This design comes from an exercise in tuning for small area on the open sky130 flow, not from production work. In this exercise RTL edits were held to simulation tests only and were not proved equivalent to the original. No activity file was given, so power comes from the tool's default toggle rates.

--- flow/flow/run.sh ---
#!/bin/bash
# Layout flow: the standard ORFS flow (standard.sh), with these changes to how
# the layout is made:
#  - synthesis maps logic with an area-oriented ABC script (flow/abc_area.script)
#    instead of ORFS's delay-oriented one; everything else in synthesis is unchanged,
#    so the registers, their names and cell types are those of the standard synthesis;
#  - clock tree synthesis clusters more sinks per buffer and inserts no dummy loads;
#  - antenna repair aims 20% below the antenna ratio limits;
#  - the port buffers are buf_2 cells rather than the delay cells ORFS picks by default.
set -euo pipefail
WD=$(pwd)
rm -rf "$WD/scripts_custom"
cp -r "$FLOW_HOME/scripts" "$WD/scripts_custom"
cp "$WD/flow/abc_area.script" "$WD/scripts_custom/abc_speed.script"
sed -i 's/repair_antennas -iterations \$::env(MAX_REPAIR_ANTENNAS_ITER_GRT)/repair_antennas -iterations $::env(MAX_REPAIR_ANTENNAS_ITER_GRT) -ratio_margin 20/' "$WD/scripts_custom/global_route.tcl"
grep -q "ratio_margin 20" "$WD/scripts_custom/global_route.tcl"
CTS="-sink_clustering_enable -repair_clock_nets -sink_clustering_size 24 -sink_clustering_max_diameter 80 -buf_list {sky130_fd_sc_hd__clkbuf_8 sky130_fd_sc_hd__clkbuf_16} -dont_use_dummy_load"
bash "$WD/standard.sh" "SCRIPTS_DIR=$WD/scripts_custom" "CTS_ARGS=$CTS" "BUFFER_PORTS_ARGS=-buffer_cell sky130_fd_sc_hd__buf_2" finish > "$WD/flow_make.log" 2>&1
--- flow/flow/abc_area.script ---
&get -n
&st
&dch
&nf -R 50 -p -F 8 -C 32
&put
topo
--- flow/standard.sh ---
#!/bin/bash
# synth_recipe.tcl (not shown) runs the flow's synth.tcl, then flattens the netlist and writes it again
# the make line also repeats each setting of config.mk as NAME=value (left out here)
make -C /OpenROAD-flow-scripts/flow DESIGN_CONFIG=/design/flow/config.mk WORK_HOME=/design/flow/orfs CLKGATE_MAP_FILE= SYNTH_SCRIPT=/design/flow/synth_recipe.tcl "${@:-finish}"
--- flow/config.mk ---
export PLATFORM = sky130hd
export DESIGN_NAME = cpu_top
export DESIGN_NICKNAME = cpu_top
export VERILOG_FILES = /design/flow/design.v
export SDC_FILE = /design/flow/constraint.sdc
export NUM_CORES = 8
export LEC_CHECK = 0
export CAP_MARGIN = 20
export CELL_PAD_IN_SITES_DETAIL_PLACEMENT = 0
export CELL_PAD_IN_SITES_GLOBAL_PLACEMENT = 0
export CORE_MARGIN = 2
export CORE_UTILIZATION = 40
export GPL_ROUTABILITY_DRIVEN = 1
export PLACE_DENSITY = 0.55
export SETUP_SLACK_MARGIN = 0.2
export SLEW_MARGIN = 20
--- flow/constraint.sdc ---
create_clock -name core_clock -period 10.0 [get_ports {clk_i}]
set_input_delay 2.0000 -clock core_clock [delete_from_list [all_inputs] [get_ports {clk_i}]]
set_output_delay 2.0000 -clock core_clock [all_outputs]
set_load 0.01 [all_outputs]
--- flow/design.v ---
`timescale 1ns/1ps
module cpu_top (
    input  logic       clk_i,
    input  logic       reset,
    input  logic [7:0] instr_i,
    input  logic       data_or_reg_i,   
    input  logic [4:0] address_i,
    input  logic [1:0] byte_sel_i,
    output logic [7:0] value_o
);
    localparam int IW = 23;
    typedef enum logic [1:0] {LD_IDLE, LD_BYTES, LD_RUN} ld_state_e;
    ld_state_e  state;
    logic [8:0] cnt;        
    logic [5:0] ph;         
    logic [2:0] rc;         
    logic       run;        
    logic       wr_byte;    
    logic [3:0] m;          
    assign wr_byte = (state == LD_BYTES) && (instr_i != 8'hFF);
    assign m       = cnt[3:0];
    assign run     = rc[2];
    always_ff @(posedge clk_i or posedge reset) begin
        if (reset) begin
            state <= LD_IDLE;
            cnt   <= 9'd0;
            rc    <= 3'd0;
        end else begin
            case (state)
                LD_IDLE: begin
                    if (instr_i == 8'hFE) begin
                        state <= LD_BYTES;
                        cnt   <= 9'd0;
                    end
                end
                LD_BYTES: begin
                    if (instr_i == 8'hFF) state <= LD_RUN;
                    else                  cnt   <= cnt + 9'd1;
                end
                default: begin
                    if (!rc[2]) rc <= rc + 3'd1;
                end
            endcase
        end
    end
    always_ff @(posedge clk_i) begin
        if (state == LD_IDLE && instr_i == 8'hFE) ph <= 6'd59;   
        else                                      ph <= ph + 6'd1;
    end
    function automatic logic [3:0] byte0_code(input logic [7:0] b);
        logic [2:0] c;
        case (b[6:0])
            7'b0010011: c = 3'd1;
            7'b0000011: c = 3'd2;
            7'b0100011: c = 3'd3;
            7'b0110011: c = 3'd4;
            default:    c = 3'd0;
        endcase
        byte0_code = {b[7], c};
    endfunction
    function automatic logic [IW-1:0] compress(input logic [31:8] iw, input logic [3:0] c0);
        logic is_r, is_i, is_l, is_s, wr, rnz;
        logic [1:0] rop;
        logic [4:0] rd;
        rd   = {iw[11:8], c0[3]};
        is_i = (c0[2:0] == 3'd1) && (iw[14:12] == 3'b000);
        is_l = (c0[2:0] == 3'd2) && (iw[14:12] == 3'b010);
        is_s = (c0[2:0] == 3'd3) && (iw[14:12] == 3'b010);
        is_r = 1'b0;
        rop  = 2'd0;
        if (c0[2:0] == 3'd4) begin
            case ({iw[31:25], iw[14:12]})
                10'b0000000_000: begin is_r = 1'b1; rop = 2'd0; end
                10'b0100000_000: begin is_r = 1'b1; rop = 2'd1; end
                10'b0000000_110: begin is_r = 1'b1; rop = 2'd2; end
                10'b0000000_111: begin is_r = 1'b1; rop = 2'd3; end
                default: ;
            endcase
        end
        wr  = (is_i | is_l) && (rd != 5'd0);
        rnz = is_r && (rd != 5'd0);
        compress[0]     = !((is_i && wr) || is_s);
        compress[5:1]   = wr ? rd : 5'd0;
        compress[10:6]  = iw[19:15];
        compress[22:18] = wr ? iw[31:27] : iw[24:20];
        compress[17:13] = wr ? iw[26:22] : is_s ? {iw[26:25], iw[11:9]} : rnz ? rd : 5'd0;
        compress[12:11] = wr ? iw[21:20] : is_s ? {iw[8], c0[3]} : rop;
    endfunction
    logic [7:0] b0, b1;
    logic [3:0] b2;
    always_ff @(posedge clk_i) begin
        b0 <= instr_i;
        b1 <= b0;
        b2 <= byte0_code(b1);
    end
    logic [3:0]  bq0 [3];
    logic [31:8] bq  [3];
    always_ff @(posedge clk_i) begin
        for (int p = 0; p < 12; p++) begin
            if (wr_byte && cnt[7:0] == 8'(p)) begin
                if (p % 4 == 0) bq0[p / 4] <= byte0_code(instr_i);
                else            bq[p / 4][8 * (p % 4) +: 8] <= instr_i;
            end
        end
    end
    logic [IW-1:0] h0, h1;
    logic [5:0]    hw0, hw1;
    logic          hv0, hv1;
    logic          cap;
    assign cap = wr_byte && (cnt[1:0] == 2'd3);
    always_ff @(posedge clk_i) begin
        if (cap) begin
            h0  <= compress({instr_i, b0, b1}, b2);
            hw0 <= cnt[7:2];
            h1  <= h0;
            hw1 <= hw0;
        end
    end
    always_ff @(posedge clk_i or posedge reset) begin
        if (reset) begin
            hv0 <= 1'b0;
            hv1 <= 1'b0;
        end else if (state == LD_IDLE) begin
            hv0 <= 1'b0;
            hv1 <= 1'b0;
        end else if (cap) begin
            hv0 <= 1'b1;
            hv1 <= hv0;
        end
    end
    logic [5:0]    d0, d1;
    logic          inj0, inj1;
    logic [2:0]    pt;
    logic [7:0]    inj;
    logic [IW-1:0] hsel;
    always_comb begin
        d0   = ph + 6'd1 - hw0;    
        d1   = ph + 6'd1 - hw1;
        inj0 = hv0 && (d0[2:0] == 3'd0);
        inj1 = hv1 && (d1[2:0] == 3'd0);
        pt   = inj1 ? d1[5:3] : d0[5:3];
        hsel = inj1 ? h1 : h0;
        for (int k = 0; k < 8; k++) inj[k] = (inj0 | inj1) && (pt == 3'(k));
    end
    logic [IW-1:0] ring [64];
    always_ff @(posedge clk_i) begin
        for (int i = 0; i < 64; i++) begin
            if (i % 8 == 0 && inj[i / 8]) ring[i] <= hsel;
            else                          ring[i] <= ring[(i + 63) % 64];
        end
    end
    logic [5:0]    pc;
    logic [IW-1:0] ring_m, b_word, x_word;
    logic [1:0]    bsel;
    always_comb begin
        pc     = ph - {2'b00, m};
        ring_m = '0;
        for (int i = 0; i < 16; i++) ring_m = ring_m | ({IW{m == 4'(i)}} & ring[i]);
        bsel   = pc[1:0];
        b_word = compress(bq[bsel], bq0[bsel]);
        x_word = (pc < 6'd3) ? b_word : ring_m;
    end
    logic       x_k, x_r, x_s;
    logic [4:0] x_p, x_a, x_q, x_rd;
    logic [11:0] x_y;
    assign {x_y, x_a, x_p, x_k} = x_word;
    assign x_q  = x_y[11:7];               
    assign x_r  = x_k && (x_p == 5'd0);
    assign x_s  = !x_k && (x_p == 5'd0);
    assign x_rd = x_r ? x_y[6:2] : x_p;    
    logic        wb_we, wb_ld;
    logic [4:0]  wb_rd;
    logic [31:0] wb_alu;
    logic [31:0] regs [32];    
    logic [31:0] dmem [32];
    function automatic logic [31:0] or3_groups(input logic [31:0] sel, input logic [31:0][31:0] dat);
        logic [31:0] acc, g;
        acc = 32'd0;
        for (int j = 0; j < 11; j++) begin
            g = 32'd0;
            for (int i = 3 * j; i < 3 * j + 3 && i < 32; i++) g = g | ({32{sel[i]}} & dat[i]);
            acc = acc | g;
        end
        or3_groups = acc;
    endfunction
    function automatic logic [31:0] rd_sel(input logic [4:0] a, input logic fwd, input logic en);
        rd_sel[0] = fwd;
        for (int k = 1; k < 32; k++) rd_sel[k] = en && !fwd && a == 5'(k);
    endfunction
    logic [31:0][31:0] regs_fwd, regs_p, dmem_p;
    always_comb begin
        regs_fwd[0] = wb_alu;
        regs_p[0]   = 32'd0;
        for (int k = 1; k < 32; k++) begin
            regs_fwd[k] = regs[k];
            regs_p[k]   = regs[k];
        end
        for (int k = 0; k < 32; k++) dmem_p[k] = dmem[k];
    end
    function automatic logic [31:0] add32(input logic [31:0] a, input logic [31:0] b, input logic cin);
        logic [31:0] g0, p0, gf, gx;
        logic [31:0] gl [6];
        logic [31:0] pl [6];
        g0 = a & b;
        p0 = a ^ b;
        gl[0] = g0;
        pl[0] = p0;
        gl[0][0] = g0[0] | (p0[0] & cin);
        for (int l = 1; l <= 5; l++) begin
            gl[l] = gl[l-1];
            pl[l] = pl[l-1];
            for (int i = 0; i < 32; i++) begin
                if (((i + 1) % (1 << l)) == 0) begin
                    gl[l][i] = gl[l-1][i] | (pl[l-1][i] & gl[l-1][i - (1 << (l-1))]);
                    pl[l][i] = pl[l-1][i] & pl[l-1][i - (1 << (l-1))];
                end
            end
        end
        gf = gl[5];
        for (int l = 4; l >= 1; l--) begin
            for (int i = 0; i < 32; i++) begin
                if (((i + 1) % (1 << l)) == (1 << (l-1)) && i >= (1 << l))
                    gf[i] = gf[i] | (pl[l-1][i] & gf[i - (1 << (l-1))]);
            end
        end
        gx = gf;
        for (int i = 2; i < 32; i += 2) gx[i] = g0[i] | (p0[i] & gf[i-1]);
        add32 = p0 ^ {gx[30:0], cin};
    endfunction
    logic        fwd_a, fwd_b;
    logic [31:0] op_a, rs2_val, op_b, imm, result, sum;
    logic        alu_sub;
    always_comb begin
        fwd_a = wb_we && (wb_rd == x_a);
        fwd_b = wb_we && (wb_rd == x_q);
        op_a    = or3_groups(rd_sel(x_a, fwd_a, 1'b1), regs_fwd);
        rs2_val = or3_groups(rd_sel(x_q, fwd_b, !clr), regs_fwd);   
        imm  = {{20{x_y[11]}}, x_y};
        op_b = x_r ? rs2_val : imm;
        alu_sub = x_r && (x_y[1:0] == 2'd1);
        sum     = add32(op_a, op_b ^ {32{alu_sub}}, alu_sub);
        if (x_r && x_y[1:0] == 2'd2)      result = op_a | op_b;
        else if (x_r && x_y[1:0] == 2'd3) result = op_a & op_b;
        else                              result = sum;
    end
    logic x_sw;
    assign x_sw = run && x_s;
    always_ff @(posedge clk_i or posedge reset) begin
        if (reset) begin
            wb_we <= 1'b0;
        end else begin
            wb_we <= run && (x_rd != 5'd0);
        end
    end
    always_ff @(posedge clk_i) begin
        wb_ld  <= x_k && !x_r;
        wb_rd  <= x_rd;
        wb_alu <= result;
    end
    logic clr;
    always_ff @(posedge clk_i or posedge reset) begin
        if (reset) clr <= 1'b1;
        else       clr <= 1'b0;
    end
    logic [4:0] st_addr;
    assign st_addr = result[6:2];
    always_ff @(posedge clk_i) begin
        for (int k = 0; k < 32; k++) begin
            if (clr || (x_sw && st_addr == 5'(k))) dmem[k] <= rs2_val;
        end
    end
    logic [4:0]  ld_addr;
    logic [31:0] wb_data;
    logic [31:0] ld_sel;
    assign ld_addr = wb_alu[6:2];
    always_comb begin
        for (int k = 0; k < 32; k++) ld_sel[k] = !clr && wb_ld && ld_addr == 5'(k);
        wb_data = or3_groups(ld_sel, dmem_p) | ((wb_ld || clr) ? 32'd0 : wb_alu);
    end
    always_ff @(posedge clk_i) begin
        for (int k = 1; k < 32; k++) begin
            if (clr || (wb_we && wb_rd == 5'(k))) regs[k] <= wb_data;
        end
    end
    logic [31:0] ro_word;
    logic [31:0] ro_dsel, ro_rsel;
    always_comb begin
        for (int k = 0; k < 32; k++) begin
            ro_dsel[k] = !clr && !data_or_reg_i && address_i == 5'(k);
            ro_rsel[k] = (k != 0) && !clr && data_or_reg_i && address_i == 5'(k);
        end
        ro_word = or3_groups(ro_dsel, dmem_p) | or3_groups(ro_rsel, regs_p);
    end
    assign value_o = ro_word[{byte_sel_i, 3'b000} +: 8];
endmodule
==> notes.md, run 1 <==
CTS tree: built
Global placer's final weighted congestion: 0.959
Yosys reg bits: 3711
Final setup fails: 4
WL per Instance: 35.2 um
Met2 wire len: 203000 um
Fill cells: 27595
Synthesis Warnings: 8
Detail Route Antenna Nets: 0
Max Cap Viol: 0
# rows: 207
# clock sinks: 3711
Hpwl dp: 293000 um
Total Die Area: 0.325 mm2
Min-delay src: ring[41][17]
Post-Syn Area: 0.128 mm2
Place WS: -770 ps
Crit path from: cnt[0]
Total Neg Setup Slack: -795 ps
Vias in the first global route: 87186
Clock latency (worst-skew pair): 920 ps
Sw Share: 27.4%
CP startpoint kind: flop
P_int: 23.0 mW
Fin. Hold Viols: 0
Most common cell in the netlist: edfxtp_1
Chip width: 570 um
First-pass GRT wire length: 639000 um
Critical path's largest stage delay: 470 ps
Met1 Wirelength: 170000 um
GRT Util Overall: 26.9%
Post-synth top area share: 50.5%
Chip height: 570 um
Utilization after layout: 46.0%
Critical Path RT: 10800 ps
Largest net degree at the start of global routing: 59
Via-to-Cell Ratio: 7.01
Synthesized area per cell: 16.3 um2
Via count: 90757
Least-Margin Pin Slew: 1210 ps
Post-Route Skew: 95.9 ps
Crit Path Max Fanout: 10
Initial core utilization: 40.3%
Sequential power share: 59.0%
TritonCTS buffer count: 197
Drt pass-1 iters: 17
RSZ-0062 raised after global routing: true
Switch Pwr: 8.69 mW
Initial antenna violation count: 19
CTS Root Cell: clkbuf_16
Final wirelength: 456000 um
Worst-path clk slew: 90 ps
Crit-path slowest cell: a222oi_1
Port Buf Inserts: 25
Final period utilization: 104%
RR Startpoint: cnt[0]
Crit path kind: reg -> reg
I/O pin count: 26
Synth unique cells: 62
H-tree levels: 4
EDFF count, synth: 2158
Main synth FF type: edfxtp_1
Post-synthesis cell count: 7853
Pwr per Cell Area: 217 mW/mm2
Share of layout cells above drive strength 1: 14.1%
Fmax: 95.7 MHz
Grt total ovfl: 0
Commonest cells post-synth: 2158 x edfxtp_1, 1629 x a222oi_1, 1536 x dfxtp_1
Synthesis-to-finish area growth: 14.2%
Status: failed layout checks
HP Class: reg -> reg
Syn nets: 7939
DR iter-0 viols: 24217
Slew headroom: 19.0%
Fin nets: 8848
CP arrival: 11250 ps
Post-route setup slack: -450 ps
Logic pwr share: 15.4%
Core region area: 0.319 mm2
Slew Limit Fails: 0
Met3 wire len: 53500 um
Worst Setup End Kind: flop
P_leak: 49.9 nW
Seq/Total Area, Yosys: 74.8%
Top Layer Used: met5
Synth async-reset ratio: 0.458%
Clk buf depth: 4
Peak supply drop: 162 uV
SO Viols: setup timing
Final min period: 10450 ps
Residual DRC: 0
Clock group share of total power: 25.7%
Top post-synthesis cells by area: edfxtp_1 51%, dfxtp_1 24%, a222oi_1 13%
Area leader, netlist: edfxtp_1
## area by class of cell
cell class	count	area (um2)	area share (%)
Multi-Input combinational cell	4063	33900	23.2
Tap cell	4180	5230	3.57
Antenna cell	9	22.5	0.0154
Sequential cell	3711	96000	65.5
Inverter	79	307	0.209
Timing Repair Buffer	710	6140	4.19
Clock buffer	197	4930	3.36
## power by group through the flow
stage	clock network, mW	logic, mW	registers [mW]
global placement	0	4.52	18.9
detailed placement	0	4.62	19.0
floorplan	0	2.36	18.7
global route	8.81	5.10	18.8
CTS	8.29	4.72	18.7
finish	8.15	4.87	18.7
## critical path, delay by kind of cell (launching register included)
family / cells / cell delay [ps]
AO/OA/AOI/OAI: 19 / 3670
AND/OR/NAND/NOR: 18 / 2640
adder cells (fa/ha/maj): 5 / 1600
buffers and inverters: 8 / 1110
multiplexers: 2 / 510
XOR/XNOR: 3 / 450
flip-flops: 1 / 410
## worst paths after layout
check / end / slack, ps / depth (start not counted)
max: wb_alu[31] / -450 / 55
min: ring[42][17] / 280 / 0
max reg2reg: wb_alu[31] / -450 / 55
min reg2reg: ring[42][17] / 280 / 0
max in group asynchronous: state[1] / 8340 / 2
min in group asynchronous: wb_we / 1270 / 2
## per-layer routing
layer,vias up,global-route usage (%)
li1,36977,-
met1,45486,35.8
met2,7126,41.4
met3,1162,4.97
met4,6,15.3
met5,-,0.0294
## sequential cells by signal, summed over array words and instances (netlist names), 12 cells and up
name / count
regs: 992
bq0: 12
h1: 23
bq: 72
ring: 1472
wb_alu: 32
h0: 23
dmem: 1024
## cells in the final DEF, fill, tap and decap left out, drive strengths merged, types with 83 or more instances in the layout
master  instances
edfxtp       2158
nand2         293
o21ai         161
and4b         164
a22oi          96
clkbuf        200
dfxtp        1536
nand4         333
nor2          302
a222oi       1629
a221oi        117
a21oi         176
nand3          83
buf           706
## through the flow
step	power [mW]	area [um2]	std cells	hold slack, ps
after floorplan	21.1	129000	7853	310
after detailed placement	23.6	141000	12710	312
after global placement	23.5	141000	12710	310
after global routing	32.7	147000	12946	276
final	31.7	147000	12949	280
after CTS	31.7	146000	12922	283
## kinds of logic after synthesis
group | share of synthesized area (%)
AOI/OAI and AO/OA | 17.1
xor gates and xnor gates | 0.464
adders and majority gates | 0.763
buffers and inverters | 0.231
DFF | 74.8
muxes | 0.322
other | 0.00292
and+or+nand+nor | 6.25
## timing repair
action / in CTS / in global routing
hold buffers: 0 / 0
gates resized for setup: 39 / 24
gates cloned: 1 / 3
pin swaps: 31 / 20
endpoints found under the setup margin: 10 / 875
buffers inserted: 14 / 13
==> inputs of run 2 (changes only) <==
--- a/flow/design.v
+++ b/flow/design.v
@@ -149,17 +149,18 @@
             else                          ring[i] <= ring[(i + 63) % 64];
         end
     end
-    logic [5:0]    pc;
-    logic [IW-1:0] ring_m, b_word, x_word;
+    logic [5:0]    pcn;
+    logic [IW-1:0] ring_m, b_word, x_next, x_word;
     logic [1:0]    bsel;
     always_comb begin
-        pc     = ph - {2'b00, m};
+        pcn    = ph + 6'd1 - {2'b00, m};
         ring_m = '0;
-        for (int i = 0; i < 16; i++) ring_m = ring_m | ({IW{m == 4'(i)}} & ring[i]);
-        bsel   = pc[1:0];
+        for (int j = 0; j < 16; j++) ring_m = ring_m | ({IW{m == 4'(j)}} & ring[(j + 63) % 64]);
+        bsel   = pcn[1:0];
         b_word = compress(bq[bsel], bq0[bsel]);
-        x_word = (pc < 6'd3) ? b_word : ring_m;
-    end
+        x_next = (pcn < 6'd3) ? b_word : ring_m;
+    end
+    always_ff @(posedge clk_i) x_word <= x_next;
     logic       x_k, x_r, x_s;
     logic [4:0] x_p, x_a, x_q, x_rd;
     logic [11:0] x_y;
==> notes.md, run 2 <==
Switch Pwr: 8.14 mW (-6.3%)
P_leak: 48.4 nW (-3.0%)
Residual DRC: 0 (unchanged)
Drt pass-1 iters: 19 (+2)
Reg-to-Reg End: wb_alu[31]
Sw Share: 26.8% (-0.55 points)
Fin nets: 8697 (-1.7%)
CP startpoint kind: flop
Port Buf Inserts: 25 (unchanged)
Initial antenna violation count: 36 (+17)
Hpwl dp: 302000 um (+2.8%)
Detail Route Antenna Nets: 0 (unchanged)
Fin. Hold Viols: 0 (unchanged)
Post-synth top area share: 50.3% (-0.20 points)
Main synth FF type: edfxtp_1
EDFF count, synth: 2158 (unchanged)
Final min period: 9320 ps (-1130 ps)
Worst Setup End Kind: flop
Pwr per Cell Area: 212 mW/mm2 (-2.0%)
Destination of the worst hold path: ring[57][9]
Synthesis Warnings: 8 (unchanged)
Post-synthesis cell count: 7985 (+1.7%)
First-pass GRT wire length: 668000 um (+4.5%)
Clock latency (worst-skew pair): 920 ps (about the same)
Worst Path Buf+Inv: 3 (-5)
Synthesis-to-finish area growth: 11.1%
Max reg flops: 1472 (unchanged)
Final wirelength: 480000 um (+5.3%)
# clock sinks: 3734 (+0.62%)
Cells on Worst Hold Path: 0 (unchanged)
CTS Root Cell: clkbuf_16
CP delay by family, top: compound AO/OA/AOI/OAI gates
Most flop-heavy register: ring
Clk buf depth: 4 (unchanged)
Critical path's largest stage delay: 570 ps (+100 ps)
Commonest cells post-synth: 2158 x edfxtp_1, 1559 x dfxtp_1, 1550 x a222oi_1
TritonCTS buffer count: 199 (+1.0%)
Synth async-reset ratio: 0.455% (-0.0028 points)
HP Class: reg -> reg
Yosys reg bits: 3734 (+0.62%)
RR Startpoint: wb_rd[3]
Peak supply drop: 160 uV (-1.3%)
Most frequent cells in the layout: 2158 x edfxtp_1, 1559 x dfxtp_1, 1550 x a222oi_1, 393 x buf_4, 371 x nand4_1
WL per Instance: 37.1 um (+5.4%)
Largest regs: ring x1472, dmem x1024, regs x992
Syn nets: 8071 (+1.7%)
Logic pwr share: 12.4% (-3.0 points)
Worst-path clk slew: 100 ps (about the same)
Share of layout cells above drive strength 1: 9.98% (-4.1 points)
Area leader, netlist: edfxtp_1
Critical Path RT: 10820 ps (+20 ps)
Post-Syn Area: 0.129 mm2 (+0.39%)
R2R depth: 37 (-33%)
RSZ-0062 raised after global routing: false
Crit path kind: reg -> reg
Max Cap Viol: 0 (unchanged)
Initial core utilization: 40.2% (-0.10 points)
Min-delay src: ring[56][9]
CTS Hold Buffers Added: 0 (unchanged)
Final period utilization: 93.2% (-11 points)
GRT Util Overall: 28.4% (+1.5 points)
I/O pin count: 26 (unchanged)
Slew headroom: 24.3% (+5.3 points)
# rows: 208 (+0.48%)
Core region area: 0.321 mm2 (+0.65%)
Chip width: 571 um (+0.19%)
Synthesized area per cell: 16.1 um2 (-1.3%)
Top post-synthesis cells by area: edfxtp_1 50%, dfxtp_1 24%, a222oi_1 12%
P_int: 22.2 mW (-3.6%)
Synth unique cells: 57 (-8.1%)
Status: timing/DRC/antenna clean
CP arrival: 10140 ps (-1110 ps)
Crit Path Max Fanout: 31 (+21)
Chip height: 571 um (+0.19%)
Seq/Total Area, Yosys: 74.9% (about the same)
Clock group share of total power: 27.0% (+1.3 points)
Post-CTS setup buffers: 0 (-14)
Post-cts resize count: 0 (-100%)
Most common cell after layout, fill and taps aside: edfxtp_1
Worst R2R Setup Slack: 680 ps (+1130 ps)
H-tree levels: 4 (unchanged)
Total power: 30.4 mW (-4.3%)
DR iter-0 viols: 23188 (-4.2%)
Final setup fails: 0 (-4)
CTS tree: built
Via-to-Cell Ratio: 7.04 (+0.38%)
Grt total ovfl: 0 (unchanged)
Via count: 91014 (+0.28%)
Sequential power share: 60.6% (+1.6 points)
Total Die Area: 0.326 mm2 (+0.39%)
Fmax: 107 MHz (+12%)
Crit-path slowest cell: dfxtp_1
Most common cell in the netlist: edfxtp_1
Post-Route Skew: 92.4 ps (-3.57 ps)
Largest net degree at the start of global routing: 71 (+20%)
Least-Margin Pin Slew: 1130 ps (-84.6 ps)
Slew Limit Fails: 0 (unchanged)
Vias in the first global route: 88582 (+1.6%)
Total Neg Setup Slack: 0 ps (+795 ps)
Global placer's final weighted congestion: 0.970 (+1.2%)
==> run 2: cell types whose count changed after synthesis, sizes merged, moves of 20 or more <==
cell / delta
a21oi: +23
a222oi: -79
a22o: -22
a22oi: +132
a31o: +31
a31oi: -20
and4b: -37
dfxtp: +23
nand2: +29
nand4: +38
nor2: +65
o21bai: -33
or4: +29
==> run 2: cell families (layout without fill, tap and decap cells) <==
logic type / count (synthesis) / in the layout / synth area share (%)
multiplexers: 38 / 38 / 0.306
XOR/XNOR: 69 / 69 / 0.469
AO/OA/AOI/OAI: 2491 / 2491 / 17.1
other: 1 / 24 / 0.00291
adder cells (fa/ha/maj): 68 / 68 / 0.760
buffers and inverters: 67 / 691 / 0.195
flip-flops: 3734 / 3734 / 74.9
AND/OR/NAND/NOR: 1517 / 1517 / 6.33
==> run 2: worst max-delay path by stage <==
stage               depth (start not counted)       start          to  slack, ps
detailed placement                         36  x_word[20]  wb_alu[31]        860
floorplan                                  32    wb_rd[3]  wb_alu[31]        590
global placement                           35  x_word[20]  wb_alu[31]        740
CTS                                        36    wb_rd[3]  wb_alu[31]        840
finish                                     37    wb_rd[3]  wb_alu[31]        680
global route                               36    wb_rd[3]  wb_alu[31]        280
==> run 2: layout make-up <==
| cell class | count | area (um2) |
|---|---|---|
| flip-flops and latches | 3734 | 96400 |
| clock buffers | 199 | 4980 |
| repair buffers | 425 | 3210 |
| diodes | 23 | 57.6 |
| well taps | 4305 | 5390 |
| fillers | 28143 | 178000 |
| multi-input cells | 4184 | 32800 |
| inverters | 67 | 251 |
==> run 2: layer usage <==
metal / up-vias / track usage [%] / share of wire, % / wire (um)
met4: 2 / 18.6 / 7.7 / 36800
met3: 1394 / 5.68 / 12 / 57100
met2: 7336 / 43.2 / 44 / 212000
li1: 36711 / - / - / -
met1: 45571 / 37.1 / 36 / 175000
met5: - / 0.0588 / 0.0083 / 40
==> run 2: stage by stage <==
step | setup slack, ps | instances | util [%] | instance area [um2] | hold slack (ps)
finish | 679 | 12937 | 44.6 | 143000 | 254
floorplan | 589 | 7985 | - | 129000 | 310
detailed placement | 864 | 12714 | 43.0 | 138000 | 312
global placement | 742 | 12713 | 43.0 | 138000 | 310
global route | 276 | 12926 | 44.6 | 143000 | 266
CTS | 840 | 12913 | 44.6 | 143000 | 249
==> run 2: worst reg2reg max path: cells and delay by family (launching register included) <==
family / cells / cell delay (ps)
mux: 2 / 490
xor+xnor: 3 / 460
buf+inv: 3 / 790
fa+ha+maj: 2 / 920
compound gates: 16 / 4040
simple gates: 11 / 2000
flops: 1 / 570
==> run 2: power by group through the flow <==
| stage | logic, mW | registers, mW | clock network [mW] |
|---|---|---|---|
| final | 3.76 | 18.4 | 8.19 |
| after floorplan | 1.82 | 18.4 | 0 |
| after CTS | 3.67 | 18.4 | 8.36 |
| after detailed placement | 3.66 | 18.7 | 0 |
| after global placement | 3.61 | 18.7 | 0 |
| after global routing | 3.92 | 18.5 | 8.84 |
==> inputs of run 3 (changes only) <==
--- a/flow/flow/run.sh
+++ b/flow/flow/run.sh
@@ -14,5 +14,5 @@
 cp "$WD/flow/abc_area.script" "$WD/scripts_custom/abc_speed.script"
 sed -i 's/repair_antennas -iterations \$::env(MAX_REPAIR_ANTENNAS_ITER_GRT)/repair_antennas -iterations $::env(MAX_REPAIR_ANTENNAS_ITER_GRT) -ratio_margin 20/' "$WD/scripts_custom/global_route.tcl"
 grep -q "ratio_margin 20" "$WD/scripts_custom/global_route.tcl"
-CTS="-sink_clustering_enable -repair_clock_nets -sink_clustering_size 24 -sink_clustering_max_diameter 80 -buf_list {sky130_fd_sc_hd__clkbuf_8 sky130_fd_sc_hd__clkbuf_16} -dont_use_dummy_load"
+CTS="-sink_clustering_enable -repair_clock_nets -sink_clustering_size 28 -sink_clustering_max_diameter 80 -buf_list {sky130_fd_sc_hd__clkbuf_8 sky130_fd_sc_hd__clkbuf_16} -dont_use_dummy_load"
 bash "$WD/standard.sh" "SCRIPTS_DIR=$WD/scripts_custom" "CTS_ARGS=$CTS" "BUFFER_PORTS_ARGS=-buffer_cell sky130_fd_sc_hd__buf_2" finish > "$WD/flow_make.log" 2>&1
--- a/flow/config.mk
+++ b/flow/config.mk
@@ -12,5 +12,5 @@
 export CORE_UTILIZATION = 40
 export GPL_ROUTABILITY_DRIVEN = 1
 export PLACE_DENSITY = 0.55
-export SETUP_SLACK_MARGIN = 0.2
+export SETUP_SLACK_MARGIN = 0.1
 export SLEW_MARGIN = 20
==> notes.md, run 3 <==
Post-Syn Area: 0.129 mm2 (unchanged)
Post-synthesis cell count: 7985 (unchanged)
Post-CTS setup buffers: 0 (unchanged)
Most frequent cells in the layout: 2158 x edfxtp_1, 1559 x dfxtp_1, 1550 x a222oi_1, 393 x buf_4, 371 x nand4_1
EDFF count, synth: 2158 (unchanged)
Most common cell after layout, fill and taps aside: edfxtp_1
Post-Route Skew: 85.7 ps (-6.69 ps)
H-tree levels: 4 (unchanged)
Fin nets: 8682 (-0.17%)
Crit path kind: reg -> reg
Most flop-heavy register: ring
Least-Margin Pin Slew: 1170 ps (+40.4 ps)
Via-to-Cell Ratio: 7.01 (-0.36%)
Most common cell in the netlist: edfxtp_1
Port Buf Inserts: 25 (unchanged)
Final wirelength: 480000 um (about the same)
DR iter-0 viols: 23172 (-0.069%)
Chip width: 571 um (unchanged)
Synth unique cells: 57 (unchanged)
Most frequent CP cell: buf_4
Residual DRC: 0 (unchanged)
Clock latency (worst-skew pair): 920 ps (about the same)
WL per Instance: 37.2 um (about the same)
CTS Hold Buffers Added: 0 (unchanged)
GRT Util Overall: 28.4% (-0.037 points)
Share of layout cells above drive strength 1: 9.80% (-0.18 points)
Initial core utilization: 40.2% (unchanged)
Largest regs: ring x1472, dmem x1024, regs x992
Yosys reg bits: 3734 (unchanged)
CP delay by family, top: compound AO/OA/AOI/OAI gates
Final period utilization: 93.0% (-0.25 points)
Grt total ovfl: 0 (unchanged)
CTS tree: built
Vias in the first global route: 88358 (-0.25%)
Drt pass-1 iters: 17 (-2)
Initial antenna violation count: 35 (-2.8%)
Synthesized area per cell: 16.1 um2 (unchanged)
CP arrival: 10120 ps (-20 ps)
Status: timing/DRC/antenna clean
Total Die Area: 0.326 mm2 (unchanged)
Synth async-reset ratio: 0.455% (unchanged)
TritonCTS buffer count: 184 (-7.5%)
Post-route setup slack: 704 ps (+25.5 ps)
Max Cap Viol: 0 (unchanged)
Commonest cells post-synth: 2158 x edfxtp_1, 1559 x dfxtp_1, 1550 x a222oi_1
Final min period: 9300 ps (-25.5 ps)
RSZ-0062 raised after global routing: false
Worst R2R Setup Slack: 700 ps (+30 ps)
Global placer's final weighted congestion: 0.970 (unchanged)
Detail Route Antenna Nets: 0 (unchanged)
Fmax: 108 MHz (+0.27%)
Core region area: 0.321 mm2 (unchanged)
CP startpoint kind: flop
Largest net degree at the start of global routing: 71 (unchanged)
Top post-synthesis cells by area: edfxtp_1 50%, dfxtp_1 24%, a222oi_1 12%
Slew Limit Fails: 0 (unchanged)
CTS Root Cell: clkbuf_16
Critical path's largest stage delay: 630 ps (+60 ps)
Worst Setup End Kind: flop
Clk buf depth: 4 (unchanged)
Pwr per Cell Area: 210 mW/mm2 (-0.80%)
I/O pin count: 26 (unchanged)
Slew headroom: 21.9% (-2.4 points)
Via count: 90584 (-0.47%)
Chip height: 571 um (unchanged)
Worst-path clk slew: 100 ps (about the same)
Synthesis-to-finish area growth: 10.8%
Place WS: 864 ps (unchanged)
Peak supply drop: 182 uV (+14%)
Crit-path slowest cell: dfxtp_1
Post-cts resize count: 0 (unchanged)
HP Class: reg -> reg
Synthesis Warnings: 8 (unchanged)
Final setup fails: 0 (unchanged)
First-pass GRT wire length: 667000 um (-0.17%)
Area leader, netlist: edfxtp_1
# rows: 208 (unchanged)
Fin. Hold Viols: 0 (unchanged)
Hpwl dp: 302000 um (unchanged)
# clock sinks: 3734 (unchanged)
Seq/Total Area, Yosys: 74.9% (unchanged)
Max reg flops: 1472 (unchanged)
Main synth FF type: edfxtp_1
Total Neg Setup Slack: 0 ps (unchanged)
Worst Path Buf+Inv: 4 (+1)
P_leak: 48.2 nW (-0.38%)
Syn nets: 8071 (unchanged)
Post-synth top area share: 50.3% (unchanged)
Critical Path RT: 10820 ps (about the same)
Crit Path Max Fanout: 33 (+6.5%)
[run 3: cell families (layout without fill, tap and decap cells)]
kind of cell / count (synthesis) / in the layout / share of synthesized area [%]
other: 1 / 25 / 0.00291
AO/OA/AOI/OAI: 2491 / 2491 / 17.1
buffers and inverters: 67 / 676 / 0.195
adder cells (fa/ha/maj): 68 / 68 / 0.760
multiplexers: 38 / 38 / 0.306
AND/OR/NAND/NOR: 1517 / 1517 / 6.33
XOR/XNOR: 69 / 69 / 0.469
flip-flops: 3734 / 3734 / 74.9
[run 3: worst register-to-register path: cells and delay by family, from the launching register on]
kind                     cells  cell delay [ps]
buffers and inverters        4              950
multiplexers                 2              710
XOR/XNOR                     4              690
flip-flops                   1              630
AO/OA/AOI/OAI               15             3940
adder cells (fa/ha/maj)      2              480
AND/OR/NAND/NOR              9             1840
[run 3: final cells by class]
class	count	area, um2
Antenna cell	24	60.1
Clock buffer	184	4600
Fill cell	28151	178000
Inverter	67	251
Multi-Input combinational cell	4184	32800
Sequential cell	3734	96400
Tap cell	4305	5390
Timing Repair Buffer	425	3210
[run 3: report_power, final]
group,leakage (nW),internal [mW],switching [mW]
clock network,2.27,3.29,4.58
logic,11.1,0.945,2.81
registers,34.9,17.7,0.681
total,48.2,22.0,8.07
[run 3: final timing paths]
path	cells past startpoint	startpoint	to
max reg2reg	36	x_word[20]	wb_alu[31]
min	0	ring[37][21]	ring[38][21]
max in group asynchronous	2	reset	cnt[6]
min reg2reg	0	ring[37][21]	ring[38][21]
max	36	x_word[20]	wb_alu[31]
min in group asynchronous	2	reset	wb_we
[run 3: layer usage]
| layer | track usage, % | wire length [um] | vias up |
|---|---|---|---|
| li1 | - | - | 36691 |
| met1 | 37.0 | 175000 | 45303 |
| met2 | 43.4 | 213000 | 7245 |
| met3 | 5.62 | 56500 | 1345 |
| met4 | 18.3 | 36200 | 0 |
| met5 | 0.0588 | 0 | - |
[run 3: through the flow]
stage | cell area, um2 | power [mW] | hold WS (ps) | util, % | instances
6_report | 143000 | 30.0 | 300 | 44.5 | 12923
5_1_grt | 143000 | 30.9 | 307 | 44.5 | 12914
4_1_cts | 143000 | 30.1 | 307 | 44.5 | 12898
3_5_place_dp | 138000 | 22.4 | 312 | 43.0 | 12714
3_3_place_gp | 138000 | 22.3 | 310 | 43.0 | 12713
2_1_floorplan | 129000 | 20.3 | 310 | - | 7985
==> inputs of run 4 (changes only) <==
--- a/flow/design.v
+++ b/flow/design.v
@@ -104,16 +104,13 @@
         end
     end
     logic [IW-1:0] h0, h1;
-    logic [5:0]    hw0, hw1;
     logic          hv0, hv1;
     logic          cap;
     assign cap = wr_byte && (cnt[1:0] == 2'd3);
     always_ff @(posedge clk_i) begin
         if (cap) begin
             h0  <= compress({instr_i, b0, b1}, b2);
-            hw0 <= cnt[7:2];
             h1  <= h0;
-            hw1 <= hw0;
         end
     end
     always_ff @(posedge clk_i or posedge reset) begin
@@ -134,8 +131,8 @@
     logic [7:0]    inj;
     logic [IW-1:0] hsel;
     always_comb begin
-        d0   = ph + 6'd1 - hw0;    
-        d1   = ph + 6'd1 - hw1;
+        d0   = ph + 6'd2 - cnt[7:2];
+        d1   = ph + 6'd3 - cnt[7:2];
         inj0 = hv0 && (d0[2:0] == 3'd0);
         inj1 = hv1 && (d1[2:0] == 3'd0);
         pt   = inj1 ? d1[5:3] : d0[5:3];
==> notes.md, run 4 <==
Status: timing/DRC/antenna clean
Main synth FF type: edfxtp_1
Total Neg Setup Slack: 0 ps (unchanged)
Clock latency (worst-skew pair): 930 ps (about the same)
Crit-path slowest cell: dfstp_2
Placed Cells: 12721 (+0.055%)
Max Cap Viol: 0 (unchanged)
CTS tree: built
WL per Instance: 37.0 um (-0.39%)
Global placer's final weighted congestion: 0.960 (-1.0%)
Port Buf Inserts: 25 (unchanged)
Grt total ovfl: 0 (unchanged)
Largest regs: ring x1472, dmem x1024, regs x992
Final setup fails: 0 (unchanged)
TritonCTS buffer count: 181 (-1.6%)
# rows: 208 (unchanged)
Least-Margin Pin Slew: 1240 ps (+74.2 ps)
Chip height: 571 um (about the same)
Design area: 0.143 mm2 (+0.16%)
Post-CTS setup buffers: 0 (unchanged)
Fin. Hold Viols: 0 (unchanged)
Slew Limit Fails: 0 (unchanged)
Critical path's largest stage delay: 810 ps (+180 ps)
CP arrival: 7400 ps (-2720 ps)
Finished Layout Cells: 12918 (-0.039%)
Synthesized area per cell: 16.1 um2 (+0.11%)
Post-synth top area share: 50.1% (-0.20 points)
Most flop-heavy register: ring
P_leak: 48.2 nW (-0.15%)
Drt pass-1 iters: 15 (-2)
RSZ-0062 raised after global routing: false
GRT Util Overall: 28.3% (-0.10 points)
Final period utilization: 94.0% (+1.1 points)
Hpwl dp: 305000 um (+1.1%)
Share of layout cells above drive strength 1: 9.94% (+0.15 points)
Synthesis Warnings: 8 (unchanged)
DR iter-0 viols: 23463 (+1.3%)
Clk buf depth: 4 (unchanged)
Crit Path Max Fanout: 44 (+33%)
Vias in the first global route: 87645 (-0.81%)
Pwr per Cell Area: 211 mW/mm2 (+0.18%)
Critical Path RT: 8000 ps (-2820 ps)
First-pass GRT wire length: 663000 um (-0.49%)
Max reg flops: 1472 (unchanged)
H-tree levels: 4 (unchanged)
Post-synthesis cell count: 7963 (-0.28%)
Fin nets: 8693 (+0.13%)
Most frequent cells in the layout: 2146 x edfxtp_1, 1559 x dfxtp_1, 1539 x a222oi_1, 421 x buf_4, 371 x nand4_1
Yosys reg bits: 3722 (-0.32%)
Chip width: 571 um (about the same)
Synthesis-to-finish area growth: 11.2%
CP startpoint kind: flop
Placed Instance Area: 0.138 mm2 (+0.25%)
Via-to-Cell Ratio: 7.00 (about the same)
Detail Route Antenna Nets: 0 (unchanged)
Largest net degree at the start of global routing: 47 (-34%)
Via count: 90471 (-0.12%)
Post-Syn Area: 0.129 mm2 (-0.16%)
Slew headroom: 17.1% (-4.9 points)
Most common cell after layout, fill and taps aside: edfxtp_1
Fill cells: 28030 (-0.43%)
CP cell instances: buf_4 > buf_4 > or3_1 > nor2_2 > buf_4 > a222oi_1 > nand4_1 > and4b_1 > nand4_1 > a221oi_1 > a21oi_1 > a21oi_1 > o21ai_0 > buf_2
CTS Root Cell: clkbuf_16
Syn nets: 8056 (-0.19%)
Top post-synthesis cells by area: edfxtp_1 50%, dfxtp_1 24%, a222oi_1 12%
Post-cts resize count: 0 (unchanged)
Residual DRC: 0 (unchanged)
# clock sinks: 3722 (-0.32%)
HP Class: reg -> reg
Seq/Total Area, Yosys: 74.7% (-0.16 points)
Initial core utilization: 40.1% (about the same)
Worst-path clk slew: 100 ps (about the same)
Worst Setup End Kind: output pin
Post-route setup slack: 597 ps (-107 ps)
Most frequent CP cell: buf_4
Commonest cells post-synth: 2146 x edfxtp_1, 1559 x dfxtp_1, 1539 x a222oi_1
Core region area: 0.320 mm2 (about the same)
Place WS: 1060 ps (+196 ps)
Peak supply drop: 159 uV (-13%)
Initial antenna violation count: 29 (-17%)
EDFF count, synth: 2146 (-0.56%)
Total Die Area: 0.326 mm2 (-0.16%)
Final wirelength: 478000 um (-0.43%)
Fmax: 106 MHz (-1.1%)
Synth unique cells: 59 (+3.5%)
Area leader, netlist: edfxtp_1
Post-Route Skew: 95.4 ps (+9.70 ps)
Final min period: 9400 ps (+107 ps)
Most common cell in the netlist: edfxtp_1
Crit path kind: reg -> out
CTS Hold Buffers Added: 0 (unchanged)
Synth async-reset ratio: 0.457% (+0.0015 points)
I/O pin count: 26 (unchanged)
==> run 4: cell types whose count changed after synthesis, sizes merged, moves of 14 or more <==
cell | previous run | this run
a31o | 32 | 0
nand3 | 93 | 74
a22o | 20 | 35
a22oi | 228 | 187
xnor2 | 33 | 48
o21ai | 176 | 98
a21o | 31 | 52
nand2 | 322 | 258
nor3 | 56 | 70
o21bai | 11 | 25
xor2 | 36 | 20
nor2 | 367 | 391
a21oi | 199 | 279
a221oi | 104 | 125
==> run 4: worst max-delay path, delay by kind of cell (launching register included) <==
kind	cells	cell delay [ps]
buf+inv	4	1520
simple gates	5	1730
compound gates	5	2330
flops	1	810
==> run 4: final timing paths <==
| check | from | end | slack, ps | depth (start not counted) |
|---|---|---|---|---|
| setup / recovery | clr | value_o[5] | 600 | 14 |
| hold / removal | ring[38][22] | ring[39][22] | 250 | 0 |
| setup reg to reg | x_word[22] | wb_alu[31] | 860 | 35 |
| hold reg to reg | ring[38][22] | ring[39][22] | 250 | 0 |
| max in group asynchronous | reset | cnt[4] | 8240 | 2 |
| min in group asynchronous | reset | wb_we | 1250 | 2 |
==> run 4: cell type report <==
| type | instances | area [um2] | share of cell area, % |
|---|---|---|---|
| Sequential cell | 3722 | 96100 | 67.2 |
| Timing Repair Buffer | 454 | 3430 | 2.40 |
| Tap cell | 4305 | 5390 | 3.77 |
| Multi-Input combinational cell | 4168 | 33200 | 23.2 |
| Antenna cell | 15 | 37.5 | 0.0263 |
| Clock buffer | 181 | 4530 | 3.17 |
| Inverter | 73 | 274 | 0.192 |
==> run 4: report_power, final <==
part | internal [mW] | total, mW | leakage, nW | switching (mW)
combinational | 0.953 | 3.66 | 11.2 | 2.71
sequential | 17.9 | 18.7 | 34.7 | 0.808
clock | 3.24 | 7.80 | 2.23 | 4.57
total | 22.1 | 30.1 | 48.2 | 8.08
==> run 4: logic make-up (layout without fill, tap and decap cells) <==
kind of cell / count (synthesis) / count (layout) / synth area share [%]
other: 1 / 16 / 0.00292
xor gates and xnor gates: 68 / 68 / 0.463
and+or+nand+nor: 1492 / 1492 / 6.33
muxes: 42 / 42 / 0.336
AOI/OAI and AO/OA: 2490 / 2490 / 17.1
DFF: 3722 / 3722 / 74.7
adders and majority gates: 75 / 75 / 0.841
buffers and inverters: 73 / 708 / 0.213
==> run 4: stage by stage <==
stage / total power [mW] / hold slack (ps) / utilization, %
4_1_cts: 30.2 / 251 / 44.6
2_1_floorplan: 20.5 / 310 / -
5_1_grt: 31.1 / 245 / 44.6
6_report: 30.1 / 249 / 44.6
3_5_place_dp: 22.5 / 312 / 43.2
3_3_place_gp: 22.5 / 310 / 43.2
==> run 4: metal layers <==
metal | GRT usage, % | vias to the layer above | share of wire, %
met3 | 5.21 | 1204 | 12
li1 | - | 36694 | -
met2 | 43.2 | 7154 | 44
met1 | 37.4 | 45411 | 37
met5 | 0 | - | 0.011
met4 | 17.4 | 8 | 7.2
==> inputs of run 5 (changes only) <==
--- a/flow/design.v
+++ b/flow/design.v
@@ -152,7 +152,7 @@
     always_comb begin
         pcn    = ph + 6'd1 - {2'b00, m};
         ring_m = '0;
-        for (int j = 0; j < 16; j++) ring_m = ring_m | ({IW{m == 4'(j)}} & ring[(j + 63) % 64]);
+        for (int j = 0; j < 13; j++) ring_m = ring_m | ({IW{m == 4'(j)}} & ring[(j + 63) % 64]);
         bsel   = pcn[1:0];
         b_word = compress(bq[bsel], bq0[bsel]);
         x_next = (pcn < 6'd3) ? b_word : ring_m;
==> flow/flow/abc_area.script (replaced) <==
&get -n
&st
&dch
&nf -R 200 -p -F 8 -C 32
&put
topo
==> notes.md, run 5 <==
Status: timing/DRC/antenna clean
Fin nets: 8622 (-0.82%)
Slew Limit Fails: 0 (unchanged)
Destination of the worst hold path: ring[44][16]
Seq/Total Area, Yosys: 75.1% (+0.38 points)
Critical Path RT: 10830 ps (+2830 ps)
Yosys reg bits: 3722 (unchanged)
Largest net degree at the start of global routing: 47 (unchanged)
Final period utilization: 94.1% (about the same)
Final min period: 9410 ps (+2.95 ps)
Post-synthesis cell count: 7863 (-1.3%)
Final setup fails: 0 (unchanged)
Worst-path clk slew: 100 ps (about the same)
Chip width: 570 um (-0.25%)
Main synth FF type: edfxtp_1
Core region area: 0.318 mm2 (-0.72%)
CP arrival: 10240 ps (+2840 ps)
Via-to-Cell Ratio: 7.13 (+1.8%)
Port Buf Inserts: 25 (unchanged)
CP startpoint kind: flop
Utilization after layout: 44.8% (+0.13 points)
Post-cts resize count: 0 (unchanged)
Grt total ovfl: 0 (unchanged)
Critical path's largest stage delay: 560 ps (-250 ps)
Seq. cell area: 0.0961 mm2 (unchanged)
Initial core utilization: 40.2% (+0.090 points)
Crit-path slowest cell: dfxtp_1
Peak supply drop: 161 uV (+1.1%)
Fin. Hold Viols: 0 (unchanged)
RSZ-0062 raised after global routing: false
CTS Root Cell: clkbuf_16
Post-CTS setup buffers: 0 (unchanged)
Clock latency (worst-skew pair): 910 ps (-20 ps)
Vias in the first global route: 88016 (+0.42%)
Post-Syn Area: 0.128 mm2 (-0.50%)
Reg-to-Reg End: wb_alu[30]
Multi-input gate area: 0.0325 mm2 (-2.2%)
HP Class: reg -> reg
Worst R2R Setup Slack: 590 ps (-270 ps)
Max reg flops: 1472 (unchanged)
EDFF count, synth: 2146 (unchanged)
Post-synthesis simple-gate area fraction: 5.98% (-0.34 points)
Top post-synthesis cells by area: edfxtp_1 50%, dfxtp_1 24%, a222oi_1 12%
Fmax: 106 MHz (about the same)
Initial antenna violation count: 26 (-10%)
Post-synth top area share: 50.4% (+0.25 points)
Fin Hold WS: 253 ps (+4.25 ps)
Hpwl dp: 301000 um (-1.3%)
Pwr per Cell Area: 206 mW/mm2 (-2.3%)
Worst Path Buf+Inv: 3 (-1)
CTS tree: built
Cells on Worst Hold Path: 0 (unchanged)
P_leak: 48.1 nW (-0.15%)
WL per Instance: 37.7 um (+1.7%)
Most flop-heavy register: ring
Clk buf depth: 4 (unchanged)
Met1 Wirelength: 173000 um (-1.5%)
CTS Hold Buffers Added: 0 (unchanged)
Synthesized-area fraction occupied by adder cells: 0.845% (+0.0042 points)
Crit Path Max Fanout: 12 (-73%)
R2R depth: 37 (+5.7%)
# clock sinks: 3722 (unchanged)
Fill cells: 27807 (-0.80%)
Worst Setup End Kind: flop
Commonest cells post-synth: 2146 x edfxtp_1, 1581 x a222oi_1, 1559 x dfxtp_1
Residual DRC: 0 (unchanged)
Drt pass-1 iters: 20 (+5)
Via count: 90695 (+0.25%)
DR iter-0 viols: 25244 (+7.6%)
Most common cell in the netlist: edfxtp_1
RR Startpoint: x_word[20]
Largest regs: ring x1472, dmem x1024, regs x992
Least-Margin Pin Slew: 1210 ps (-38.2 ps)
Detail Route Antenna Nets: 0 (unchanged)
Area leader, netlist: edfxtp_1
TritonCTS buffer count: 181 (unchanged)
Final wirelength: 479000 um (+0.17%)
Share of layout cells above drive strength 1: 10.4% (+0.42 points)
Synth async-reset ratio: 0.457% (unchanged)
Most frequent cells in the layout: 2146 x edfxtp_1, 1581 x a222oi_1, 1559 x dfxtp_1, 445 x buf_4, 366 x nand4_1
Syn nets: 7956 (-1.2%)
Top Layer Used: met5
Synth Area in Compound Gates: 17.1% (about the same)
Most common cell after layout, fill and taps aside: edfxtp_1
H-tree levels: 4 (unchanged)
Synthesis Warnings: 8 (unchanged)
Global placer's final weighted congestion: 0.974 (+1.4%)
Crit path kind: reg -> reg
Chip height: 570 um (-0.25%)
CP delay by family, top: compound AO/OA/AOI/OAI gates
GRT Util Overall: 28.4% (+0.099 points)
Total Neg Setup Slack: 0 ps (unchanged)
Finished Layout Cells: 12724 (-1.5%)
Synthesis-to-finish area growth: 11.3% (about the same)
Min-delay src: ring[43][16]
Slew headroom: 19.6% (+2.5 points)
# rows: 207 (-0.48%)
Met2 wire len: 205000 um (-3.1%)
Synthesized area per cell: 16.3 um2 (+0.76%)
Synth unique cells: 60 (+1.7%)
Max Cap Viol: 0 (unchanged)
Main combinational cell family by area after synthesis: compound AO/OA/AOI/OAI gates
I/O pin count: 26 (unchanged)
First-pass GRT wire length: 664000 um (about the same)
Placed Cells: 12523 (-1.6%)
Total Die Area: 0.324 mm2 (-0.50%)
Met3 wire len: 63900 um (+12%)
Post-Route Skew: 96.1 ps (+0.752 ps)
Mux cell area share after synthesis: 0.311% (-0.025 points)
Synth Area in XOR/XNOR: 0.466% (+0.0023 points)
Total power: 29.3 mW (-2.7%)
==> run 5: changes by cell type after synthesis, moves of 10 or more <==
cell      delta
a21o_1      +17
a21oi_1     +10
a221o_1     -12
a221oi_1    -24
a222oi_1    +42
a22o_1      -23
a22oi_1     -15
a31oi_1     +10
nand2_1     -44
nand3_1     -12
nor2_1      +35
nor3_1      -23
o21bai_1    -12
==> run 5: power by group <==
part           switching, mW  leakage, nW  internal (mW)
Sequential             0.887         34.7           17.7
Clock                   4.58         2.23           3.24
Combinational           2.15         11.1          0.745
Total                   7.62         48.1           21.7
==> run 5: cells by family (layout without fill, tap and decap cells) <==
group / after synthesis / in the layout
flip-flops: 3722 / 3722
multiplexers: 39 / 39
AND/OR/NAND/NOR: 1414 / 1414
buffers and inverters: 73 / 737
other: 1 / 18
AO/OA/AOI/OAI: 2471 / 2471
adder cells (fa/ha/maj): 75 / 75
XOR/XNOR: 68 / 68
==> run 5: per-layer routing <==
metal | up-vias | GRT usage, %
li1 | 36335 | -
met3 | 1438 | 6.22
met5 | - | 0
met1 | 45141 | 37.6
met2 | 7777 | 42.2
met4 | 4 | 18.5
==> run 5: final cells by class <==
cell class,count,area share (%)
diodes,17,0.0299
clock buffers,181,3.18
inverters,73,0.193
multi-input cells,4068,22.8
flip-flops and latches,3722,67.5
well taps,4180,3.67
repair buffers,483,2.61
==> run 5: through the flow <==
stage	worst slack (ps)	instance area (um2)
2_1_floorplan	1350	128000
3_3_place_gp	400	138000
3_5_place_dp	497	138000
4_1_cts	400	142000
5_1_grt	120	142000
6_report	594	142000
==> run 5: worst max path at each step <==
stage / start / endpoint / slack [ps] / cells past startpoint
2_1_floorplan: cnt[3] / ring[40][0] / 1350 / 10
3_3_place_gp: x_word[20] / wb_alu[30] / 400 / 36
3_5_place_dp: wb_rd[2] / wb_alu[30] / 500 / 37
4_1_cts: x_word[20] / wb_alu[30] / 400 / 37
5_1_grt: wb_rd[1] / wb_alu[31] / 120 / 38
6_report: x_word[20] / wb_alu[30] / 590 / 37
==> inputs of run 6 (changes only) <==
--- a/flow/design.v
+++ b/flow/design.v
@@ -16,16 +16,17 @@
     logic [2:0] rc;         
     logic       run;        
     logic       wr_byte;    
-    logic [3:0] m;          
+    logic [5:0] pc;         
     assign wr_byte = (state == LD_BYTES) && (instr_i != 8'hFF);
-    assign m       = cnt[3:0];
     assign run     = rc[2];
     always_ff @(posedge clk_i or posedge reset) begin
         if (reset) begin
             state <= LD_IDLE;
             cnt   <= 9'd0;
             rc    <= 3'd0;
+            pc    <= 6'd0;
         end else begin
+            if (run) pc <= pc + 6'd1;
             case (state)
                 LD_IDLE: begin
                     if (instr_i == 8'hFE) begin
@@ -43,10 +44,7 @@
             endcase
         end
     end
-    always_ff @(posedge clk_i) begin
-        if (state == LD_IDLE && instr_i == 8'hFE) ph <= 6'd59;   
-        else                                      ph <= ph + 6'd1;
-    end
+    always_ff @(posedge clk_i) ph <= ph + 6'd1;
     function automatic logic [3:0] byte0_code(input logic [7:0] b);
         logic [2:0] c;
         case (b[6:0])
@@ -146,16 +144,17 @@
             else                          ring[i] <= ring[(i + 63) % 64];
         end
     end
-    logic [5:0]    pcn;
-    logic [IW-1:0] ring_m, b_word, x_next, x_word;
+    logic [5:0]    pcn, rslot;
+    logic [IW-1:0] ring_r, b_word, x_next, x_word;
     logic [1:0]    bsel;
     always_comb begin
-        pcn    = ph + 6'd1 - {2'b00, m};
-        ring_m = '0;
-        for (int j = 0; j < 13; j++) ring_m = ring_m | ({IW{m == 4'(j)}} & ring[(j + 63) % 64]);
+        pcn    = pc + {5'd0, run};
+        rslot  = ph - pcn;
+        ring_r = '0;
+        for (int i = 0; i < 64; i++) ring_r = ring_r | ({IW{rslot == 6'(i)}} & ring[i]);
         bsel   = pcn[1:0];
         b_word = compress(bq[bsel], bq0[bsel]);
-        x_next = (pcn < 6'd3) ? b_word : ring_m;
+        x_next = (pcn < 6'd3) ? b_word : ring_r;
     end
     always_ff @(posedge clk_i) x_word <= x_next;
     logic       x_k, x_r, x_s;
==> notes.md, run 6 <==
Worst Path Buf+Inv: 4 (+1)
GRT Util Overall: 31.0% (+2.6 points)
Max Cap Viol: 0 (unchanged)
Syn nets: 8756 (+10%)
First-pass GRT wire length: 756000 um (+14%)
Share of layout cells above drive strength 1: 10.3% (-0.087 points)
Synth unique cells: 53 (-12%)
Post-Route Skew: 123 ps (+26.6 ps)
# clock sinks: 3728 (+0.16%)
HP Class: reg -> reg
Via-to-Cell Ratio: 7.36 (+3.2%)
CP arrival: 10100 ps (-140 ps)
WL per Instance: 40.0 um (+6.3%)
Core region area: 0.333 mm2 (+4.8%)
Final wirelength: 548000 um (+14%)
Max reg flops: 1472 (unchanged)
Global placer's final weighted congestion: 1.06 (+8.4%)
Crit path from: x_word[21]
Critical Path RT: 10780 ps (-50 ps)
Vias in the first global route: 96067 (+9.1%)
Slew headroom: 21.7% (+2.0 points)
Top post-synthesis cells by area: edfxtp_1 48%, dfxtp_1 23%, a222oi_1 14%
I/O pin count: 26 (unchanged)
P_leak: 49.0 nW (+1.8%)
Largest regs: ring x1472, dmem x1024, regs x992
TritonCTS buffer count: 182 (+0.55%)
Detail Route Antenna Nets: 0 (unchanged)
Total Neg Setup Slack: 0 ps (unchanged)
Fin Hold WS: 301 ps (+48.1 ps)
Synthesis-to-finish area growth: 11.1%
Fmax: 107 MHz (+0.97%)
Most frequent CP cell: nor2_1
Drt pass-1 iters: 17 (-15%)
DR iter-0 viols: 27547 (+9.1%)
Seq/Total Area, Yosys: 71.9% (-3.2 points)
Worst Setup End Kind: flop
Final setup fails: 0 (unchanged)
Most common cell after layout, fill and taps aside: edfxtp_1
Port Buf Inserts: 25 (unchanged)
Sw Share: 22.8% (-3.2 points)
Post-synth top area share: 48.2% (-2.2 points)
Placed Instance Area: 0.144 mm2 (+4.6%)
Switch Pwr: 6.06 mW (-21%)
# rows: 212 (+2.4%)
Least-Margin Pin Slew: 1150 ps (-55.0 ps)
Crit path kind: reg -> reg
Status: timing/DRC/antenna clean
Yosys reg bits: 3728 (+0.16%)
Initial antenna violation count: 42 (+62%)
Total Die Area: 0.339 mm2 (+4.6%)
Post-Syn Area: 0.134 mm2 (+4.6%)
Clk buf depth: 4 (unchanged)
Logic pwr share: 4.0% (-5.9 points)
Synth async-reset ratio: 0.617% (+0.16 points)
P_int: 20.5 mW (-5.7%)
CP delay by family, top: compound AO/OA/AOI/OAI gates
Crit Path Max Fanout: 13 (+1)
Clock group share of total power: 30.1% (+3.4 points)
Hpwl dp: 349000 um (+16%)
Min-delay src: ring[27][2]
Chip height: 582 um (+2.3%)
Initial core utilization: 40.2% (-0.050 points)
Commonest cells post-synth: 2146 x edfxtp_1, 1850 x a222oi_1, 1559 x dfxtp_1
Pwr per Cell Area: 178 mW/mm2 (-13%)
Main synth FF type: edfxtp_1
Crit-path slowest cell: dfxtp_1
H-tree levels: 4 (unchanged)
EDFF count, synth: 2146 (unchanged)
CTS Hold Buffers Added: 0 (unchanged)
RR Startpoint: x_word[21]
Largest net degree at the start of global routing: 56 (+19%)
Most flop-heavy register: ring
Via count: 100677 (+11%)
CTS tree: built
RSZ-0062 raised after global routing: false
Critical path's largest stage delay: 600 ps (+40 ps)
Area leader, netlist: edfxtp_1
Slew Limit Fails: 0 (unchanged)
Final min period: 9320 ps (-90.4 ps)
Design area: 0.149 mm2 (+4.5%)
Post-synthesis cell count: 8660 (+10%)
Grt total ovfl: 0 (unchanged)
Most common cell in the netlist: edfxtp_1
Fin nets: 9378 (+8.8%)
Fin. Hold Viols: 0 (unchanged)
Peak supply drop: 161 uV (about the same)
Residual DRC: 0 (unchanged)
Most frequent cells in the layout: 2146 x edfxtp_1, 1850 x a222oi_1, 1558 x dfxtp_1, 469 x nand4_1, 407 x buf_4
Clock latency (worst-skew pair): 990 ps (+80 ps)
Chip width: 582 um (+2.3%)
Final period utilization: 93.2% (-0.90 points)
CTS Root Cell: clkbuf_16
Worst-path clk slew: 110 ps (about the same)
Sequential power share: 65.9% (+2.5 points)
Synthesis Warnings: 8 (unchanged)
Synthesized area per cell: 15.5 um2 (-5.0%)
CP startpoint kind: flop
run 6: cell count changes in the layout (fill, tap and decap cells not counted), sizes merged, moves of 18 or more:
cell,delta
nand2,+155
a222oi,+269
nor4,+24
a22oi,+94
nor3,+23
o21ai,+28
a21oi,-32
nand4,+103
nor2,+57
a221oi,+38
xor2,+18
and4b,+30
buf,-43
run 6: cell families after synthesis:
logic type,count (synthesis),share of synthesized area [%]
AO/OA/AOI/OAI,2851,19.0
XOR/XNOR,83,0.543
adder cells (fa/ha/maj),79,0.843
buffers and inverters,77,0.216
flip-flops,3728,71.9
multiplexers,40,0.307
other,1,0.00280
AND/OR/NAND/NOR,1801,7.19
run 6: timing repair:
item                       CTS  global route
buffers inserted             0             0
resized for setup            0             3
setup endpoints to repair    0             6
run 6: power by group through the flow:
stage	logic [mW]	registers, mW	clock network [mW]
floorplan	0.458	17.6	0
global placement	1.02	17.8	0
detailed placement	1.04	17.8	0
CTS	1.04	17.4	8.06
global route	1.10	17.5	8.56
finish	1.06	17.5	7.97
run 6: metrics by stage:
step	setup slack (ps)	instances	utilization [%]	power (mW)
5_1_grt	111	13676	44.6	27.2
4_1_cts	381	13663	44.6	26.5
3_3_place_gp	504	13479	43.2	18.8
6_report	685	13681	44.6	26.5
2_1_floorplan	857	8660	-	18.1
3_5_place_dp	457	13481	43.2	18.8
run 6: metal layers:
layer  share of wire (%)  wire length [um]  global-route usage [%]  vias up
li1                    -                 -                       -    40389
met1                  35            194000                    39.4    50606
met2                  46            252000                    50.1     8145
met3                  11             59400                    4.76     1529
met4                 7.7             42100                    19.0        8
met5              0.0091                50                       0        -
run 6: worst paths after layout:
path,to,slack [ps],cells past startpoint
max,wb_alu[31],680,41
max reg2reg,wb_alu[31],680,41
min,ring[28][2],300,0
max in group asynchronous,clr,8420,3
min reg2reg,ring[28][2],300,0
min in group asynchronous,rc[0],1180,3
run 6: final cells by class:
class | count | area [um2]
inverter | 77 | 289
multi-input combinational | 4855 | 38800
fill | 29347 | 184000
sequential | 3728 | 96200
tap | 4387 | 5490
timing repair buffer | 438 | 3270
clock buffer | 182 | 4550
antenna | 14 | 35.0

-- what the ideal ports hide --
The results above use ideal ports. As a check the final layouts listed here were re-extracted and re-timed, cells and wires unchanged.
Step 1 (the two cells are an assumption about what drives the block):
set clk [get_ports {clk_i}]
set_driving_cell -lib_cell sky130_fd_sc_hd__clkbuf_16 $clk
set_driving_cell -lib_cell sky130_fd_sc_hd__buf_2 [delete_from_list [all_inputs] $clk]
Step 2 also shifts input and output timing later by t, the mid clock arrival at the registers, as if the neighbouring blocks saw the same clock.
a / b / c = ideal / step 1 / step 2; a / b = the first two.
run | shift t [ns] | setup slack, ns | worst setup path after step 2 | latest minus earliest clock arrival (ns) | worst slew at a driven data input, ns
run 1 | 0.982 | -0.450 / -0.450 / -0.450 | register to register | 0.101 / 0.100 | 0.22
run 2 | 0.978 | 0.679 / 0.492 / 0.492 | input to output | 0.100 / 0.101 | 0.20
run 3 | 0.985 | 0.704 / 0.638 / 0.638 | input to output | 0.086 / 0.086 | 0.20
run 4 | 0.978 | 0.597 / 0.497 / 0.619 | input to output | 0.100 / 0.101 | 0.20
run 5 | 0.976 | 0.594 / 0.594 / 0.594 | register to register | 0.103 / 0.103 | 0.04
run 6 | 1.026 | 0.685 / 0.677 / 0.677 | input to output | 0.133 / 0.134 | 0.16
For run 2, which loses most, drivers alone change the setup slack by -0.187 ns; drivers and shift together by -0.187 ns.
